Context: an optimization exercise on an open-source flow, tuned for small area, a short achievable clock period and few clock cycles per item. The choices shown serve that exercise and are no tape-out recipe.
RTL that was checked went through simulation tests only; none was proved equivalent to the original.
Power and IR drop assume default switching activity.

Setup of v16:
Design noise_estimation_top, start of the top module:
module noise_estimation_top (
	input  logic        clk,
	input  logic        rst_n,
	input  logic        start_of_frame,
	input  logic [2:0]  blocks_log2,
	input  logic        sample_valid,
	input  logic [7:0]  sample_data,
	output logic        sample_ready,
	output logic        block_stat_valid,
	output logic [27:0] block_stat,    
	output logic        noise_valid,
	output logic [20:0] noise_result   
);
Settings: LEC_CHECK=0, CAP_MARGIN=20, CORE_MARGIN=2, CORE_UTILIZATION=60, CTS_BUF_LIST=sky130_fd_sc_hd__clkbuf_4 sky130_fd_sc_hd__clkbuf_8, SLEW_MARGIN=20; clock period 8.0 ns.
standard.sh (not shown) runs the stock make flow with config.mk's settings and CLKGATE_MAP_FILE= SYNTH_SCRIPT=/design/flow/synth_recipe.tcl, a recipe that flattens the netlist after the stock synthesis.
==> flow/flow/run.sh <==
#!/bin/bash
# The standard layout (standard.sh: the ORFS flow and synthesis, unchanged) with three
# settings the flow's own config cannot express:
#  - ports buffered with a plain buffer instead of the slow delay cell buffer_ports picks;
#  - clock tree built without dummy loads, from a strong root buffer;
set -euo pipefail
export BUFFER_PORTS_ARGS="-buffer_cell sky130_fd_sc_hd__buf_1"
export CTS_ARGS="-sink_clustering_enable -repair_clock_nets -dont_use_dummy_load -root_buf sky130_fd_sc_hd__clkbuf_16 -buf_list {sky130_fd_sc_hd__clkbuf_8}"
export SETUP_SLACK_MARGIN=5.3
bash standard.sh > standard.log 2>&1
Testbench counts of v16, summed over its fixed seeds: cycles 38,461, samples 36,864.
For v15, these inputs were changed with respect to v16:
--- a/flow/design.v
+++ b/flow/design.v
@@ -297,19 +297,22 @@
 	assign {cs75, cs74} = {1'b0, cs41} + {1'b0, cs42} + {1'b0, cs18};
 	assign {cs77, cs76} = {1'b0, cs43} + {1'b0, cs44} + {1'b0, cs22};
 	assign {cs79, cs78} = {1'b0, cs45} + {1'b0, cs46} + {1'b0, (x0[6] & ~x0[5])};
 	assign {cs81, cs80} = {1'b0, cs47} + {1'b0, cs48} + {1'b0, (x0[6] & x0[5])};
 	assign {cs83, cs82} = {1'b0, cs49} + {1'b0, cs50} + {1'b0, (x0[7] & ~x0[6])};
 	assign {cs85, cs84} = {1'b0, cs51} + {1'b0, cs52} + {1'b0, (x0[7] & x0[6])};
 	assign {cs87, cs86} = {1'b0, cs53} + {1'b0, qs_g[16]} + {1'b0, qc_g[16]};
-	assign {cs89, cs88} = {1'b0, qs_g[17]} + {1'b0, qc_g[17]} + {1'b0, cs87};
-	assign {cs91, cs90} = {1'b0, qs_g[18]} + {1'b0, qc_g[18]} + {1'b0, cs89};
-	assign {cs93, cs92} = {1'b0, qs_g[19]} + {1'b0, qc_g[19]} + {1'b0, cs91};
-	assign qs_n = {cs92, cs90, cs88, cs85, cs83, cs81, cs79, cs77, cs75, cs73, cs71, cs69, cs67, cs65, cs63, cs61, cs59, cs57, cs56, cs54};
-	assign qc_n = {1'b0, 1'b0, 1'b0, cs86, cs84, cs82, cs80, cs78, cs76, cs74, cs72, cs70, cs68, cs66, cs64, cs62, cs60, cs58, 1'b0, 1'b0};
+	assign cs88 = qs_g[17] ^ qc_g[17];
+	assign cs89 = qs_g[17] & qc_g[17];
+	assign cs90 = qs_g[18] ^ qc_g[18];
+	assign cs91 = qs_g[18] & qc_g[18];
+	assign cs92 = qs_g[19] ^ qc_g[19];
+	assign cs93 = qs_g[19] & qc_g[19];
+	assign qs_n = {cs91, cs89, cs87, cs85, cs83, cs81, cs79, cs77, cs75, cs73, cs71, cs69, cs67, cs65, cs63, cs61, cs59, cs57, cs56, cs54};
+	assign qc_n = {cs92, cs90, cs88, cs86, cs84, cs82, cs80, cs78, cs76, cs74, cs72, cs70, cs68, cs66, cs64, cs62, cs60, cs58, 1'b0, 1'b0};
 	always_ff @(posedge clk) begin
 		s_acc <= clr ? 14'd0 : s_next;
 		qs    <= clr ? 20'd0 : qs_n;
 		qc    <= clr ? 20'd0 : qc_n;
 	end
 	logic [7:0]  mean_q;
 	logic [5:0]  rem_q;     
@@ -408,15 +411,16 @@
 			else if (nend)         nact <= 1'b0;
 			if (start_of_frame)    idx  <= '0;
 			else if (nact && nend && !last)
 			                       idx  <= idx + 1'b1;  
 		end
 	end
 	always_ff @(posedge clk) begin
-		bc <= 5'd1 << blocks_log2;
+		if (start_of_frame)
+			bc <= 5'd1 << blocks_log2;
 		if (blk_last)
 			ncy <= 1'b0;
 		else if (nstart || nact) begin
 			ncy  <= nadd[1];
 			nsum <= {nadd[0], nsum[17:1]};
 		end
 	end
- Looking at layout-stage area growth over the synthesis result, v15 sits below v16.
- Compared with v16, in v15 least setup slack across all paths after layout fell 0.019 ns; final sequential cell count rose about 3.5%; final core utilization fell 0.84 points; power consumption rose 3.2%.
- Delta (v15 minus v16): met2 track demand over resource saw an increase, count of mapped cells out of synthesis saw an increase.
Function not checked in v15: the RTL went through the layout flow alone.

* * *

noise_estimation_top, a different RTL version from the one above (not shown whole).
Size: about 620 cells after synthesis, roughly 170 flip-flops, ~67 I/O pins, about 7200 µm² of cells after synthesis.
clock: 8.0 ns
lec_check: 0
cap_margin: 20
core_margin: 2
core_utilization: 60
cts_buf_list: sky130_fd_sc_hd__clkbuf_4 sky130_fd_sc_hd__clkbuf_8
slew_margin: 20
Scripts as last shown in full above: flow/flow/run.sh
Testbench counts at the start, summed over its fixed seeds: cycles 38,461, samples 36,864.
Change:
--- a/flow/design.v
+++ b/flow/design.v
@@ -310,71 +310,63 @@
 		s_acc <= clr ? 14'd0 : s_next;
 		qs    <= clr ? 20'd0 : qs_n;
 		qc    <= clr ? 20'd0 : qc_n;
 	end
 	logic [7:0]  mean_q;
 	logic [5:0]  rem_q;     
 	logic [4:0]  ph;
 	logic        ic;        
 	logic        pin;       
 	logic        cin;
 	logic        rbits, mbits;
-	logic [3:0]  mh, ml;    
-	logic        me;
-	logic [7:0]  mpp;
-	logic [4:0]  mlw, mht;
+	logic [6:0]  ms;        
+	logic [7:0]  mc;        
+	logic [7:0]  mpp, mu, mw;
 	logic        prod;      
 	logic        c1, c2;    
 	logic        t1, d;     
 	logic        dfill;
 	logic [19:0] dq;        
 	logic [19:0] cq;        
 	logic        bv;        
 	logic [2:0]  mi;
 	logic [7:0]  mrot;
 	logic        prod_q;
 	logic        pin_q;
 	assign rbits = (ph >= 5'd2) && (ph <= 5'd5);
 	assign mbits = (ph >= 5'd6) && (ph <= 5'd13);
 	assign mi    = ph[2:0];
 	assign cin   = (ph == 5'd6) ? rem_q[1] : ic;
 	assign mrot  = {mean_q[1:0], mean_q[7:2]};  
 	assign pin   = blk_last ? s_next[0] : ((rbits & rem_q[1]) | (mbits & (mrot[mi] ^ cin)));
-	assign mpp  = pin_q ? mean_q : 8'd0;
-	logic [4:0]  mlc, mhc;    
-	assign mlc[0] = 1'b0;
-	assign mhc[0] = me;
-	for (genvar i = 0; i < 4; i++) begin : g_mrip
-		assign {mlc[i+1], mlw[i]} = {1'b0, ml[i]} + {1'b0, mpp[i]} + {1'b0, mlc[i]};
-		assign {mhc[i+1], mht[i]} = {1'b0, mh[i]} + {1'b0, mpp[i+4]} + {1'b0, mhc[i]};
-	end
-	assign mlw[4] = mlc[4];
-	assign mht[4] = mhc[4];
-	assign prod = mlw[0];
+	assign mpp = pin_q ? mean_q : 8'd0;
+	always_comb begin
+		for (int i = 0; i < 8; i++)
+			{mw[i], mu[i]} = {1'b0, (i < 7) ? ms[i] : 1'b0} + {1'b0, mc[i]} + {1'b0, mpp[i]};
+	end
+	assign prod = mu[0];
 	logic        c1n, c2n;
 	assign {c1n, t1} = {1'b0, dq[0]} + {1'b0, cq[0]} + {1'b0, c1};
 	assign {c2n, d}  = {1'b0, t1} + {1'b0, ~prod_q} + {1'b0, c2};
 	assign dfill = d & (ph >= 5'd2) & (ph <= 5'd21);  
 	always_ff @(posedge clk or negedge rst_n) begin
 		if (!rst_n) begin
 			ph     <= 5'd0;
 			bv     <= 1'b0;
 			prod_q <= 1'b0;
-			mh     <= '0;
-			ml     <= '0;
-			me     <= 1'b0;
+			ms     <= '0;
+			mc     <= '0;
 		end else begin
 			prod_q <= prod;
-			mh     <= mht[4:1];
-			ml     <= {mht[0] ^ mlw[4], mlw[3:1]};
-			me     <= mht[0] & mlw[4];
+			ms     <= mu[7:1];
+			mc     <= mw;
 			bv <= (ph == 5'd21);
 			if (blk_last)          ph <= 5'd2;
 			else if (ph != 5'd0)   ph <= ph + 1'b1;
 		end
 	end
 	always_ff @(posedge clk) begin
 		if (blk_last)
 			mean_q <= s_next[13:6];
 		rem_q <= ({6{blk_last}} & s_next[5:0]) | {1'b0, rem_q[5:1]};
 		ic <= mbits & mrot[mi] & cin;
 		pin_q <= pin;
@@ -412,23 +404,24 @@
 			nact <= 1'b0;
 		end else begin
 			nv <= nact && nend && last;
 			if (nstart)            nact <= 1'b1;
 			else if (nend)         nact <= 1'b0;
 			if (start_of_frame)    idx  <= '0;
 			else if (nact && nend && !last)
 			                       idx  <= idx + 1'b1;  
 		end
 	end
 	always_ff @(posedge clk) begin
-		bc <= 5'd1 << blocks_log2;
+		if (start_of_frame)
+			bc <= 5'd1 << blocks_log2;
 		if (blk_last)
 			ncy <= 1'b0;
 		else if (nstart || nact) begin
 			ncy  <= nadd[1];
 			nsum <= {nadd[0], nsum[17:1]};
 		end
 	end
 	assign block_stat_valid = bv;
 	assign block_stat       = {mean_q, 2'b00, dq[19:6], idx};
 	assign noise_valid      = nv;
 	assign noise_result     = {2'b00, nsum[17:4], bc};
Effect: The changed run went through all stages and came out clean. Clock skew barely changes. Power increases by 1.6%. Utilization increases by 0.75 points. Clock-buffer cell count is unchanged. Setup slack gains 11 ps. Die area increases by about 2.4%. Synthesized area increases by about 2.5%. Critical path depth is unchanged. Non-clock buffer count stays the same. Synthesized cell count decreases by 0.81%. Hold slack stays flat. Wire length decreases by about 1.5%. Final cell count increases by 1.7%.
Testbench counts after the change, summed over its fixed seeds: cycles 38,461, samples 36,864.

==> what the ideal ports hide <==
No port has a modelled driver above. Below, the same layouts with a new extraction and two added sets of constraints. Step 1 (the two cells are an assumption about what drives the block):
set clk [get_ports {clk}]
set_driving_cell -lib_cell sky130_fd_sc_hd__clkbuf_16 $clk
set_driving_cell -lib_cell sky130_fd_sc_hd__buf_2 [delete_from_list [all_inputs] $clk]
Step 2 also shifts input and output timing later by t, the mid clock arrival at the registers, as if the neighbouring blocks saw the same clock. Three values: ideal, step 1, step 2; two values: the first two.
run | shift t [ns] | slack for setup (ns) | worst hold slack (ns) | worst data-port slew with drivers (ns) | cell pins on the clock port's net
v16 | 0.397 | 5.423 / 5.382 / 5.474 | 0.337 / 0.337 / 0.337 | 0.03 | 1
v15 | 0.406 | 5.404 / 5.362 / 5.533 | 0.338 / 0.338 / 0.338 | 0.03 | 1
the first run of note 2 | 0.398 | 5.403 / 5.362 / 5.483 | 0.334 / 0.334 / 0.334 | 0.03 | 1
the second run of note 2 | 0.399 | 5.414 / 5.374 / 5.519 | 0.333 / 0.333 / 0.333 | 0.03 | 1
After both steps every run listed still meets setup and hold.
